Background: an optimization exercise with open tools, aiming at small area and a short achievable clock period. Do not read the settings as production practice. Function was checked by simulation only, so behaviour that the tests miss may differ from the original. In runs 2 and 3 the design's own scripts or RTL, not TritonCTS, make the clock network. The clock input has no modelled driver; a real chip could not lean on it and would need a root buffer or a full tree. No activity file was given, so power comes from the tool's default toggle rates.

## flow/design.v (module list and top-level ports; edited modules follow where they fit)
// module apb_cordic_regfile: 2427 lines
// module rd_aoi222: 3 lines
// module rd_aoi22: 3 lines
// module rd_nand2: 3 lines
// module rd_nand3: 3 lines
// module rd_nand4: 3 lines
// module rd_nor2: 3 lines
// module rd_nor3: 3 lines
// module rd_inv: 3 lines
module apb_cordic_regfile #(
    parameter logic [4:0]  RST_XYFRACBASE    = 5'd16,
    parameter logic [4:0]  RST_PHASEFRACBASE = 5'd16,
    parameter logic [31:0] RST_XYBASEONE     = 32'h0001_0000,
    parameter logic [31:0] RST_SCALE_FACTOR  = 32'h0000_9B75
) (
    input  logic          clk,
    input  logic          rst_n,
    input  logic          psel,
    input  logic          penable,
    input  logic          pwrite,
    input  logic [7:0]    paddr,
    input  logic [31:0]   pwdata,
    output logic [31:0]   prdata,
    output logic          pready,
    output logic          pslverr,
    output logic          cordic_start,
    output logic [2:0]    cordic_func,
    output logic [31:0]   a,
    output logic [31:0]   b,
    output logic [31:0]   c,
    output logic [31:0]   d,
    output logic [4:0]    xyfracbase,
    output logic [4:0]    phasefracbase,
    output logic [31:0]   scale_factor,
    output logic [31:0]   xybaseone,
    output logic [1023:0] invtan_flat,
    input  logic [191:0]  res_flat,
    input  logic          write_op,
    output logic          irq
);
  // ...
==> flow/flow/run.sh <==
#!/bin/bash
# Standard ORFS layout with three changes:
#  - after the standard synthesis, the read-mux AOI22 gates are set to their smallest size
#    (timing repair upsizes the ones that need it);
#  - the port buffers are the smallest plain buffer (buf_1) instead of a delay buffer;
#  - pins may sit one routing track apart, so a smaller die fits all 1499 ports.
set -euo pipefail
RES=orfs/results/${FLOW_PLATFORM}/apb_cordic_regfile/base
bash standard.sh synth > synth.log 2>&1
RESULTS=$RES openroad -no_init -exit flow/downsize.tcl > downsize.log 2>&1
bash standard.sh "BUFFER_PORTS_ARGS=-buffer_cell sky130_fd_sc_hd__buf_1" \
  "PLACE_PINS_ARGS=-min_distance 1 -min_distance_in_tracks" finish > layout.log 2>&1
==> flow/flow/downsize.tcl <==
# Downsize the read-mux AOI22 gates that synthesis mapped to a22oi_2; timing repair upsizes
# the ones that need it.
read_db $::env(RESULTS)/1_synth.odb
set db [ord::get_db]
set m1 [$db findMaster sky130_fd_sc_hd__a22oi_1]
set n 0
foreach inst [[ord::get_db_block] getInsts] {
  if {[[$inst getMaster] getName] eq "sky130_fd_sc_hd__a22oi_2"} { $inst swapMaster $m1; incr n }
}
puts "downsized $n a22oi_2 -> a22oi_1"
write_db $::env(RESULTS)/1_synth.odb
==> flow/standard.sh <==
#!/bin/bash
# synth_recipe.tcl (not shown) runs the flow's synth.tcl, then flattens the netlist and writes it again
# the make line also repeats each setting of config.mk as NAME=value (left out here)
make -C /OpenROAD-flow-scripts/flow DESIGN_CONFIG=/design/flow/config.mk WORK_HOME=/design/flow/orfs CLKGATE_MAP_FILE= SYNTH_SCRIPT=/design/flow/synth_recipe.tcl "${@:-finish}"
==> flow/config.mk <==
export PLATFORM = sky130hd
export DESIGN_NAME = apb_cordic_regfile
export DESIGN_NICKNAME = apb_cordic_regfile
export VERILOG_FILES = /design/flow/design.v
export SDC_FILE = /design/flow/constraint.sdc
export NUM_CORES = 4
export LEC_CHECK = 0
export CAP_MARGIN = 20
export CORE_AREA = 5 5 375 375
export CTS_CLUSTER_DIAMETER = 60
export CTS_CLUSTER_SIZE = 30
export DIE_AREA = 0 0 380 380
export SETUP_SLACK_MARGIN = 2.5
export SLEW_MARGIN = 20
export SYNTH_HIERARCHICAL = 1
==> flow/constraint.sdc <==
create_clock -name core_clock -period 5.0 [get_ports {clk}]
set_input_delay 1.0000 -clock core_clock [delete_from_list [all_inputs] [get_ports {clk}]]
set_output_delay 1.0000 -clock core_clock [all_outputs]
set_load 0.01 [all_outputs]
==> summary.md, run 1 <==
| Metric | Value |
|---|---|
| Hold Path Class | `in2reg` |
| I/O Buffers | `1499` |
| Hold EP | `outr[1][0]` |
| Synth Net Count | `3099` |
| Core area | `136000 um2` |
| Internal cell power | `approximately 20 mW` |
| Leading cell kind | `sequential cells` |
| Signal buffers | `1789` |
| Die X-Extent | `~380 um` |
| Met1 Use GR | `between 40% and 50%` |
| Comb pwr share | `11.0%` |
| Drt initial violations | `around 7000` |
| CTS tree | `built` |
| Largest buffer count on any clock path | `3` |
| CP Class | `in2reg` |
| Crit path max-delay family | `simple AND/OR/NAND/NOR gates` |
| Routed wl met3 | `45600 um` |
| Seq area share | `between 60% and 70%` |
| Sw Pwr | `about 8.1 mW` |
| DP Cell Count | `6281` |
| Total setup buffers inserted after CTS | `93` |
| Hold path cells | `1` |
| Worst Hold Launch | `res_flat[32]` |
| P&R area growth vs syn | `30.8%` |
| Outcome | `no timing/DRC/antenna violations` |
| Yosys warns | `11` |
| IO Pins | `1503` |
| Non-clk invs | `2` |
==> run 2: changes to the inputs <==
==> flow/flow/run.sh (replaced) <==
#!/bin/bash
# Standard ORFS layout with these changes:
#  - after the standard synthesis, the read-mux AOI22 gates are set to their smallest size
#    (timing repair upsizes the ones that need it);
#  - the port buffers are the smallest plain buffer (buf_1) instead of a delay buffer;
#  - pins may sit one routing track apart, so a smaller die fits all 1499 ports;
#  - the clock tree is built by flow/cts.tcl (two balanced levels of clkbuf_16) instead of
#    TritonCTS; ORFS's own steps do everything after it.
set -euo pipefail
RES=orfs/results/${FLOW_PLATFORM}/apb_cordic_regfile/base
VARS=("BUFFER_PORTS_ARGS=-buffer_cell sky130_fd_sc_hd__buf_1"
      "PLACE_PINS_ARGS=-min_distance 1 -min_distance_in_tracks")
bash standard.sh synth > synth.log 2>&1
RESULTS=$RES openroad -no_init -exit flow/downsize.tcl > downsize.log 2>&1
bash standard.sh "${VARS[@]}" place > place.log 2>&1
MK=(make -C "$FLOW_HOME" DESIGN_CONFIG="$PWD/config.mk" WORK_HOME="$PWD/orfs")
export DONT_USE_CELLS="$("${MK[@]}" print-DONT_USE_CELLS | sed -n 's/^DONT_USE_CELLS: //p')"
export SETUP_SLACK_MARGIN="$("${MK[@]}" print-SETUP_SLACK_MARGIN | sed -n 's/^SETUP_SLACK_MARGIN: //p')"
export MATCH_CELL_FOOTPRINT="$("${MK[@]}" print-MATCH_CELL_FOOTPRINT | sed -n 's/^MATCH_CELL_FOOTPRINT: //p')"
export CELL_PAD_IN_SITES_DETAIL_PLACEMENT="$("${MK[@]}" print-CELL_PAD_IN_SITES_DETAIL_PLACEMENT | sed -n 's/^CELL_PAD_IN_SITES_DETAIL_PLACEMENT: //p')"
export PLATFORM_DIR="$FLOW_HOME/platforms/$FLOW_PLATFORM"
export LIB="$PLATFORM_DIR/lib/sky130_fd_sc_hd__tt_025C_1v80.lib"
export NLEAF=80 NROOT=4
RESULTS=$RES openroad -no_init -exit flow/cts.tcl > cts.log 2>&1
bash standard.sh "${VARS[@]}" finish > layout.log 2>&1
==> flow/flow/cts.tcl (new file) <==
# Clock tree built directly: the flip-flops are split by recursive bisection of their
# placement into NLEAF equal groups, each driven by one leaf clkbuf_16 at the group's
# centre; the leaves are split the same way into NROOT groups, each driven by one root
# clkbuf_16 that the clock port drives. Then the standard post-CTS steps: legalise,
# repair timing, legalise.
set R $::env(RESULTS)
read_liberty $::env(LIB)
read_db $R/3_place.odb
read_sdc $R/3_place.sdc
source $::env(PLATFORM_DIR)/setRC.tcl
set_dont_use $::env(DONT_USE_CELLS)

set NLEAF [expr {[info exists ::env(NLEAF)] ? $::env(NLEAF) : 64}]
set NROOT [expr {[info exists ::env(NROOT)] ? $::env(NROOT) : 4}]
set LEAFBUF [expr {[info exists ::env(LEAFBUF)] ? $::env(LEAFBUF) : "sky130_fd_sc_hd__clkbuf_16"}]
set ROOTBUF [expr {[info exists ::env(ROOTBUF)] ? $::env(ROOTBUF) : "sky130_fd_sc_hd__clkbuf_16"}]

set db [ord::get_db]
set block [ord::get_db_block]
set clknet [$block findNet clk]

# sinks: every instance pin on the clock net
set sinks {}
foreach it [$clknet getITerms] {
  set inst [$it getInst]
  set bb [$inst getBBox]
  set x [expr {([$bb xMin] + [$bb xMax]) / 2}]
  set y [expr {([$bb yMin] + [$bb yMax]) / 2}]
  lappend sinks [list $x $y $it]
}
puts "clock sinks: [llength $sinks]"

# recursive bisection into n groups of (nearly) equal size, cutting across the longer side
proc bisect {pts n} {
  if {$n <= 1 || [llength $pts] <= 1} { return [list $pts] }
  set xs [lmap p $pts {lindex $p 0}]
  set ys [lmap p $pts {lindex $p 1}]
  set dx [expr {[tcl::mathfunc::max {*}$xs] - [tcl::mathfunc::min {*}$xs]}]
  set dy [expr {[tcl::mathfunc::max {*}$ys] - [tcl::mathfunc::min {*}$ys]}]
  set k [expr {$dx >= $dy ? 0 : 1}]
  set s [lsort -integer -index $k $pts]
  set nl [expr {$n / 2}]
  set h [expr {([llength $s] * $nl) / $n}]
  return [concat [bisect [lrange $s 0 [expr {$h-1}]] $nl] [bisect [lrange $s $h end] [expr {$n - $nl}]]]
}

proc centre {pts} {
  set sx 0; set sy 0
  foreach p $pts { incr sx [lindex $p 0]; incr sy [lindex $p 1] }
  set n [llength $pts]
  return [list [expr {$sx / $n}] [expr {$sy / $n}]]
}

proc new_buf {block master name x y} {
  set inst [odb::dbInst_create $block $master $name]
  # centre the cell on (x, y)
  set w [$master getWidth]; set h [$master getHeight]
  $inst setLocation [expr {$x - $w/2}] [expr {$y - $h/2}]
  $inst setPlacementStatus PLACED
  return $inst
}

set lm [$db findMaster $LEAFBUF]
set rm [$db findMaster $ROOTBUF]
set groups [bisect $sinks $NLEAF]
set leaves {}
set i 0
foreach g $groups {
  lassign [centre $g] cx cy
  set b [new_buf $block $lm "cts_leaf_$i" $cx $cy]
  set n [odb::dbNet_create $block "clknet_leaf_$i"]
  $n setSigType CLOCK
  foreach p $g {
    set it [lindex $p 2]
    $it disconnect
    $it connect $n
  }
  [$b findITerm X] connect $n
  lappend leaves [list $cx $cy $b]
  incr i
}
set rgroups [bisect $leaves $NROOT]
set i 0
foreach g $rgroups {
  lassign [centre $g] cx cy
  set b [new_buf $block $rm "cts_root_$i" $cx $cy]
  set n [odb::dbNet_create $block "clknet_root_$i"]
  $n setSigType CLOCK
  foreach p $g { [[lindex $p 2] findITerm A] connect $n }
  [$b findITerm X] connect $n
  [$b findITerm A] connect $clknet
  incr i
}
$clknet setSigType CLOCK
puts "leaf buffers: [llength $leaves], root buffers: $i"

set_placement_padding -global -left $::env(CELL_PAD_IN_SITES_DETAIL_PLACEMENT) -right $::env(CELL_PAD_IN_SITES_DETAIL_PLACEMENT)
detailed_placement
set_propagated_clock [all_clocks]
estimate_parasitics -placement
report_clock_latency
set args [list -setup_margin $::env(SETUP_SLACK_MARGIN) -hold_margin 0 -repair_tns 100 -verbose]
if {$::env(MATCH_CELL_FOOTPRINT)} { lappend args -match_cell_footprint }
repair_timing {*}$args
detailed_placement
check_placement -verbose
write_db $R/4_1_cts.odb
write_sdc -no_timestamp $R/4_cts.sdc
==> run 2 against run 1 <==
Still clean. Critical path depth increased by 1. Sequential share of layout area rose by 0.94 points. Worst setup slack improved by 0.020 ns. First-iteration DRC count rose by 6.1%. Design area shrank 1.5%. Flip-flop and latch count stayed put. Routed wire length is 0.29% higher. Die area is the same.
==> summary.md, run 2 <==
| Metric | Value |
|---|---|
| Post-Route Skew | `0.0235 ns` |
| DR DRC count | `0` |
| P&R area growth vs syn | `28.9%` |
| Final setup viols | `0` |
| Die area | `roughly 140000 um2` |
| Reg clk slew, reported paths | `about 0.08 ns` |
| Std cell rows | `135` |
| CP Class | `in2reg` |
| Commonest cells after routing, fill and taps aside | `buf_1, edfxtp_1, a22oi_1, buf_4, nand4_1` |
| Vias in the first global route | `between 30000 and 40000` |
| Place WS | `approximately 0.97 ns` |
| Final Cell Area | `68000 um2` |
| Critical path depth | `9` |
| GRT busiest layer | `met2` |
| Comb pwr share | `12.5% (+1.5 points)` |
| Vias/cell | `between 6 and 7` |
| Clock share of power | `26.9%` |
| Outcome | `no timing/DRC/antenna violations` |
| Max incr delay on CP | `0.46 ns` |
| Worst-Margin Slew | `1.22 ns` |
| Hold Path Class | `reg2reg` |
| Worst path arrival time | `3.08 ns` |
| Post-detailed-route wirelength per cell | `43.4 um` |
| Final WL | `284000 um` |
| Post-DP HPWL | `197000 um` |
| Final #Nets | `4991` |
| GRT overflow | `0` |
| Sequential Power Share | `60.6%` |
| DP Cell Count | `6281 (unchanged)` |
| GRT Resource Usage Total | `37.1%` |
| Clock Latency Late Sink | `0.56 ns` |
| Crit path buffers/inverters | `2` |
| Core area | `136000 um2 (unchanged)` |
| R2R depth | `4` |
| Pins Over Slew Limit | `0` |
| M3 GR Usage | `17.4%` |
| Drt initial violations | `7511 (+6.1%)` |
| Final Wtd Congestion | `between 0.9 and 1` |
| Syn_area_per_cell | `18.4 um2` |
| Layout Cells excl Fill | `6554` |
| Largest net degree at the start of global routing | `180` |
| Netlist Area Pre-Place | `about 53000 um2` |
| Global-route wire length before repair | `368000 um` |
| Max_slew headroom | `18.8%` |
| Pre-antenna DRT Iters | `7` |
| RSZ-0062 raised after global routing | `yes` |
| Met1 Use GR | `46.1% (+0.12 points)` |
| Internal cell power | `18.1 mW (-9.3%)` |
| Worst-path maximum fanout | `13` |
| Period minus WS final | `2.58 ns` |
| Worst-case setup margin in the final layout | `2.42 ns` |
| Slowest-stage cell, CP | `nor2b_1` |
| Sw frac | `~27%` |
| Data required, critical path | `5.50 ns` |
| Leak | `21.8 nW` |
| Layout cells sized above 1 | `14.4%` |
| Yosys warns | `11 (unchanged)` |
| Hold violation count in the final report | `0` |
| Antenna violations before repair | `18` |
| Largest Register | `invtan` |
| Setup TNS | `0 ns` |
| Synthesized instance count | `2861` |
| Largest register FFs | `1024` |
| Startpoint types | `input pin` |
| Die height | `380 um` |
| Hold path cells | `2 (+1)` |
| CP Cell Sequence | `buf_8 -> nor2b_1 -> nand2_4 -> nor2_4 -> buf_4 -> a22oi_1 -> nand4_1 -> nor3_4 -> nand3_1` |
| Met2 usage | `51.2%` |
| Starting Density | `38.8%` |
| Synth Net Count | `3099 (unchanged)` |
| Max IR drop VDD | `362 uV` |
| Max Freq | `388 MHz` |
| Fin crit share | `51.6%` |
| Largest registers | `invtan: 1024 flops, outr: 192 flops` |
| Commonest non-fill, non-tap cell in the layout | `buf_1` |
| I/O Buffers | `1499 (unchanged)` |
| Cell Pwr Density | `367 nW/um2` |
| IO Pins | `1503 (unchanged)` |
| Setup crit end kind | `flip-flop` |
| Die X-Extent | `380 um (unchanged)` |
| Vias | `43000` |
| Max_cap viols | `0` |
| Sw Pwr | `6.80 mW (-16%)` |
| Crit path max-delay family | `simple AND/OR/NAND/NOR gates` |
| Dpl cell area | `~63000 um2` |
| ANT nets after route | `0` |
## run 2: final cells by class
cell class	count	area, um2
Inverter	2	7.51
Antenna cell	22	55.1
Fill cell	11700	67800
Timing Repair Buffer	1825	9370
Sequential cell	1461	43500
Buffer	84	2100
Multi-Input combinational cell	1379	10700
Tap cell	1781	2230
## run 2: final timing paths
| path | start | end | slack (ns) |
|---|---|---|---|
| min reg2reg | out_vld | out_vld | 0.50 |
| max reg2reg | err_q | invtan[14][15] | 2.73 |
| max | paddr[7] | rd_q[31] | 2.42 |
| min | out_vld | out_vld | 0.50 |
## run 2: worst min-delay path: stages (launching register included)
cell	delay (ns)
dfxtp_1	0.33
nor2_1	0.05
nor2_1	0.09
## run 2: through the flow
step                total power, mW  utilization (%)  hold WS [ns]
floorplan                      16.2                -         0.430
global placement               18.1             46.2         0.447
detailed placement             18.1             46.2         0.457
global route                   25.4             50.0         0.516
finish                         24.9             50.0         0.499
## run 2: metal layers
metal / wire, um / part of all wire [%]
met5: 420 / 0.15
met4: 26300 / 9.3
met3: 44600 / 16
met2: 114000 / 40
met1: 98700 / 35
## run 2: power groups by stage
stage | Clock, mW | Sequential, mW | Combinational, mW
3_5_place_dp | 0 | 15.3 | 2.76
5_1_grt | 7.13 | 15.2 | 3.10
6_report | 6.71 | 15.1 | 3.12
3_3_place_gp | 0 | 15.3 | 2.77
2_1_floorplan | 0 | 15.7 | 0.475
==> run 3: changes to the inputs <==
--- a/flow/flow/run.sh
+++ b/flow/flow/run.sh
@@ -1,17 +1,17 @@
 #!/bin/bash
 # Standard ORFS layout with these changes:
 #  - after the standard synthesis, the read-mux AOI22 gates are set to their smallest size
-#    (timing repair upsizes the ones that need it);
+#    and its NAND4 gates to the next size up (flow/downsize.tcl);
 #  - the port buffers are the smallest plain buffer (buf_1) instead of a delay buffer;
 #  - pins may sit one routing track apart, so a smaller die fits all 1499 ports;
 #  - the clock tree is built by flow/cts.tcl (two balanced levels of clkbuf_16) instead of
-#    TritonCTS; ORFS's own steps do everything after it.
+#    TritonCTS, followed by timing repair; ORFS's own steps do everything after it.
 set -euo pipefail
 RES=orfs/results/${FLOW_PLATFORM}/apb_cordic_regfile/base
 VARS=("BUFFER_PORTS_ARGS=-buffer_cell sky130_fd_sc_hd__buf_1"
       "PLACE_PINS_ARGS=-min_distance 1 -min_distance_in_tracks")
 bash standard.sh synth > synth.log 2>&1
-RESULTS=$RES openroad -no_init -exit flow/downsize.tcl > downsize.log 2>&1
+RESULTS=$RES NAND4=sky130_fd_sc_hd__nand4_2 openroad -no_init -exit flow/downsize.tcl > downsize.log 2>&1
 bash standard.sh "${VARS[@]}" place > place.log 2>&1
 MK=(make -C "$FLOW_HOME" DESIGN_CONFIG="$PWD/config.mk" WORK_HOME="$PWD/orfs")
 export DONT_USE_CELLS="$("${MK[@]}" print-DONT_USE_CELLS | sed -n 's/^DONT_USE_CELLS: //p')"
--- a/flow/flow/cts.tcl
+++ b/flow/flow/cts.tcl
@@ -1,8 +1,9 @@
 # Clock tree built directly: the flip-flops are split by recursive bisection of their
 # placement into NLEAF equal groups, each driven by one leaf clkbuf_16 at the group's
 # centre; the leaves are split the same way into NROOT groups, each driven by one root
-# clkbuf_16 that the clock port drives. Then the standard post-CTS steps: legalise,
-# repair timing, legalise.
+# clkbuf_16 that the clock port drives. Then the post-CTS steps: legalise, size up the
+# input port buffers that drive many loads, repair_design against a tighter slew target
+# (RD_SLEW, used for this repair only), repair timing, legalise.
 set R $::env(RESULTS)
 read_liberty $::env(LIB)
 read_db $R/3_place.odb
@@ -99,10 +100,41 @@
 set_propagated_clock [all_clocks]
 estimate_parasitics -placement
 report_clock_latency
-set args [list -setup_margin $::env(SETUP_SLACK_MARGIN) -hold_margin 0 -repair_tns 100 -verbose]
-if {$::env(MATCH_CELL_FOOTPRINT)} { lappend args -match_cell_footprint }
-repair_timing {*}$args
+# Input port buffers that drive several loads: start them at a useful size (repair_timing
+# leaves them alone).
+set nup 0
+foreach inst [$block getInsts] {
+  if {![string match "input*" [$inst getName]]} continue
+  set onet [[$inst findITerm X] getNet]
+  set fo [llength [$onet getITerms]]
+  incr fo -1
+  set m ""
+  if {$fo > 12} { set m sky130_fd_sc_hd__buf_8 } elseif {$fo > 3} { set m sky130_fd_sc_hd__buf_4 }
+  if {$m ne ""} { $inst swapMaster [$db findMaster $m]; incr nup }
+}
+puts "upsized $nup input buffers"
+detailed_placement
+estimate_parasitics -placement
+puts "before repair: WS [worst_slack -max]"
+# Tighter slew target for this repair only (not written to the SDC)
+if {[info exists ::env(RD_SLEW)]} {
+  set_max_transition $::env(RD_SLEW) [current_design]
+  repair_design -slew_margin 0 -cap_margin 20 -match_cell_footprint
+  detailed_placement
+  estimate_parasitics -placement
+  puts "after repair_design: WS [worst_slack -max] area [rsz::design_area]"
+}
+set margin $::env(SETUP_SLACK_MARGIN)
+set steps [expr {[info exists ::env(REPAIR_STEPS)] ? $::env(REPAIR_STEPS) : $margin}]
+foreach m $steps {
+  set args [list -setup_margin $m -hold_margin 0 -repair_tns 100 -verbose]
+  if {$::env(MATCH_CELL_FOOTPRINT)} { lappend args -match_cell_footprint }
+  puts "repair_timing $args"
+  repair_timing {*}$args
+  puts "after margin $m: WS [worst_slack -max] area [rsz::design_area]"
+}
 detailed_placement
 check_placement -verbose
 write_db $R/4_1_cts.odb
-write_sdc -no_timestamp $R/4_cts.sdc
+set f [open $R/3_place.sdc]; set sdc [read $f]; close $f
+set f [open $R/4_cts.sdc w]; puts $f $sdc; puts $f "set_propagated_clock \[all_clocks\]"; close $f
==> flow/flow/downsize.tcl (replaced) <==
# Set the read-mux gates to chosen sizes: AOI22 at the smallest size (timing repair upsizes
# the ones that need it), NAND4 one size up (they drive the longest wires of the mux).
read_db $::env(RESULTS)/1_synth.odb
set db [ord::get_db]
set swap [dict create sky130_fd_sc_hd__a22oi_2 sky130_fd_sc_hd__a22oi_1 sky130_fd_sc_hd__nand4_1 $::env(NAND4)]
set n 0
foreach inst [[ord::get_db_block] getInsts] {
  set m [[$inst getMaster] getName]
  if {[dict exists $swap $m]} { $inst swapMaster [$db findMaster [dict get $swap $m]]; incr n }
}
puts "resized $n read-mux gates"
write_db $::env(RESULTS)/1_synth.odb
--- a/flow/config.mk
+++ b/flow/config.mk
@@ -7,8 +7,6 @@
 export LEC_CHECK = 0
 export CAP_MARGIN = 20
 export CORE_AREA = 5 5 375 375
-export CTS_CLUSTER_DIAMETER = 60
-export CTS_CLUSTER_SIZE = 30
 export DIE_AREA = 0 0 380 380
 export SETUP_SLACK_MARGIN = 2.5
 export SLEW_MARGIN = 20
==> run 3 against run 2 <==
Still clean. Core utilization grew 0.44 points. Final cell count fell by 0.49%. First-iteration DRC count decreased by 11%. Maximum frequency decreased by 0.24%. Via count is 2.3% lower. Design area grew 0.89%. Sequential share of layout area fell by 0.56 points. Sequential power about the same. Critical path type unchanged. Largest cell class unchanged. Highest routed layer unchanged.
==> summary.md, run 3 <==
| Metric | Value |
|---|---|
| Largest net degree at the start of global routing | `73 (-59%)` |
| Worst Hold Launch | `err` |
| Post-detailed-route wirelength per cell | `43.1 um (-0.55%)` |
| Worst-Margin Slew | `1.23 ns (+0.00839 ns)` |
| Sequential Power Share | `60.6% (about the same)` |
| GRT overflow | `0 (unchanged)` |
| Die area | `144000 um2 (unchanged)` |
| Outcome | `no timing/DRC/antenna violations` |
| Fin crit share | `51.7% (+0.13 points)` |
| I/O Buffers | `1499 (unchanged)` |
| Pwr Total | `25.0 mW (about the same)` |
| Hold violation count in the final report | `0 (unchanged)` |
| Worst-case setup margin in the final layout | `2.41 ns (-0.00626 ns)` |
| Period minus WS final | `2.59 ns (+0.00626 ns)` |
| Die height | `380 um (unchanged)` |
| Core area | `136000 um2 (unchanged)` |
| Netlist Area Pre-Place | `53600 um2 (+1.7%)` |
| Hold path cells | `2 (unchanged)` |
| ANT nets after route | `0 (unchanged)` |
| Final setup viols | `0 (unchanged)` |
| Pre-antenna DRT Iters | `6 (-1)` |
| Starting Density | `39.5% (+0.65 points)` |
| Final Wtd Congestion | `1.00 (+2.0%)` |
| Final #Nets | `4941 (-1.0%)` |
| Largest registers | `invtan: 1024 flops, outr: 192 flops` |
| Leak | `21.6 nW (-0.90%)` |
| Reg clk slew, reported paths | `0.09 ns (about the same)` |
| Vias | `42000 (-2.3%)` |
| Hold EP | `err` |
| Pins Over Slew Limit | `0 (unchanged)` |
| Sw frac | `27.3% (+0.090 points)` |
| Post-Route Skew | `0.0243 ns (+0.000864 ns)` |
| R2R depth | `4 (unchanged)` |
| Place WS | `0.851 ns (-0.117 ns)` |
| Max_slew headroom | `18.3% (-0.56 points)` |
| Syn_area_per_cell | `18.7 um2 (+1.7%)` |
| Sw Pwr | `6.83 mW (+0.42%)` |
| Yosys warns | `11 (unchanged)` |
| Comb pwr share | `12.4% (about the same)` |
| Std cell rows | `135 (unchanged)` |
| Largest Register | `invtan` |
| Synth Net Count | `3099 (unchanged)` |
| Synthesized instance count | `2861 (unchanged)` |
| Commonest cells after routing, fill and taps aside | `buf_1, edfxtp_1, a22oi_1, buf_4, nand4_2` |
| Hold Path Class | `reg2reg` |
| Largest register FFs | `1024 (unchanged)` |
| P&R area growth vs syn | `27.9%` |
| Startpoint types | `input pin` |
| Cell Pwr Density | `364 nW/um2 (-0.79%)` |
| GRT Resource Usage Total | `36.9% (-0.21 points)` |
| Vias in the first global route | `38900 (-1.8%)` |
| Setup TNS | `0 ns (unchanged)` |
| Clock Latency Late Sink | `0.56 ns (about the same)` |
| Antenna violations before repair | `54 (+36)` |
| Worst-path maximum fanout | `32 (+19)` |
| Max Freq | `387 MHz (-0.24%)` |
| IO Pins | `1503 (unchanged)` |
| Clock share of power | `26.9% (about the same)` |
| Data required, critical path | `5.43 ns (-0.07 ns)` |
| DR DRC count | `0 (unchanged)` |
| Global-route wire length before repair | `364000 um (-1.0%)` |
| Die X-Extent | `380 um (unchanged)` |
| Post-DP HPWL | `190000 um (-3.5%)` |
| Layout cells sized above 1 | `16.8% (+2.3 points)` |
| Max IR drop VDD | `320 uV (-12%)` |
| Worst r2r src | `err_q` |
| RSZ-0062 raised after global routing | `yes` |
| Terminus of the critical flop-to-flop path | `invtan[3][28]` |
| Final WL | `281000 um (-1.0%)` |
| Vias/cell | `6.44 (-1.8%)` |
| Fin util | `50.5% (+0.44 points)` |
| Internal cell power | `18.1 mW (about the same)` |
| Max_cap viols | `0 (unchanged)` |
| Setup crit end kind | `flip-flop` |
| CP Class | `in2reg` |
| R2r setup slk | `2.71 ns (-0.02 ns)` |
| Drt initial violations | `6714 (-11%)` |
| Commonest non-fill, non-tap cell in the layout | `buf_1` |
| Worst path arrival time | `3.01 ns (-0.07 ns)` |
run 3: cell types whose count changed in the layout (fill, tap and decap cells not counted), sizes merged:
| cell | before | now |
|---|---|---|
| buf | 1809 | 1756 |
| clkbuf | 100 | 97 |
| diode | 22 | 40 |
| nor2 | 127 | 133 |
run 3: stage by stage:
step | instance area, um2 | hold WS [ns] | instances
final | 68600 | 0.519 | 6522
after global routing | 68500 | 0.545 | 6514
after detailed placement | 63300 | 0.496 | 6232
after global placement | 63300 | 0.462 | 6232
after floorplan | 54600 | 0.430 | 2861
run 3: critical path, cell delays in order:
cell	delay [ns]
buf_6	0.14
buf_12	0.16
nand4_2	0.14
buf_6	0.23
nor2_4	0.06
buf_6	0.20
a22oi_1	0.33
nand4_2	0.30
nor2_1	0.28
nand3_1	0.10
run 3: cell type report:
class	count	area (um2)
multi-input cells	1385	12000
well taps	1781	2230
flip-flops and latches	1461	43500
fillers	11600	67200
repair buffers	1769	8610
diodes	40	100
plain buffers	84	2100
inverters	2	7.51
run 3: power groups by stage:
stage	registers [mW]	logic, mW	clock network, mW
after detailed placement	15.4	2.74	0
after global placement	15.3	2.74	0
after global routing	15.2	3.08	7.17
after floorplan	15.7	0.501	0
final	15.1	3.10	6.72
run 3: how the worst max path moves through the flow:
stage,end,startpoint
after floorplan,b[0],paddr[6]
after global routing,rd_q[3],paddr[4]
final,rd_q[0],paddr[5]
after detailed placement,rd_q[26],paddr[3]
after global placement,rd_q[26],paddr[3]
run 3: metal layers:
layer	vias to the layer above	track usage [%]	part of all wire, %
met5	-	2.68	0.19
met3	877	16.7	15
met1	21300	45.4	35
met4	16	28.3	10
met2	3800	50.4	40
li1	16000	-	-

==> port drivers added, routing unchanged <==
Ports are ideal in the flow. The routed layouts listed here were re-timed in OpenROAD. Step 1 (the two cells are an assumption about what drives the block):
set clk [get_ports {clk}]
set_driving_cell -lib_cell sky130_fd_sc_hd__clkbuf_16 $clk
set_driving_cell -lib_cell sky130_fd_sc_hd__buf_2 [delete_from_list [all_inputs] $clk]
Step 2 also shifts input and output timing later by t, the mid clock arrival at the registers, as if the neighbouring blocks saw the same clock. Slacks: no drivers / after step 1 / after step 2; pairs: no drivers / after step 1.
run	t (ns)	setup WS [ns]	latest minus earliest clock arrival (ns)	worst slew at a driven data input, ns
run 1	0.826	2.401 / 2.362 / 1.536	0.064 / 0.065	0.15
run 2	0.733	2.420 / 2.280 / 1.710	0.026 / 0.026	0.17
run 3	0.720	2.414 / 2.293 / 1.670	0.024 / 0.025	0.28
After both steps every run listed still meets setup and hold. For run 1, which loses most, drivers alone change the setup slack by -0.039 ns; drivers and shift together by -0.865 ns.
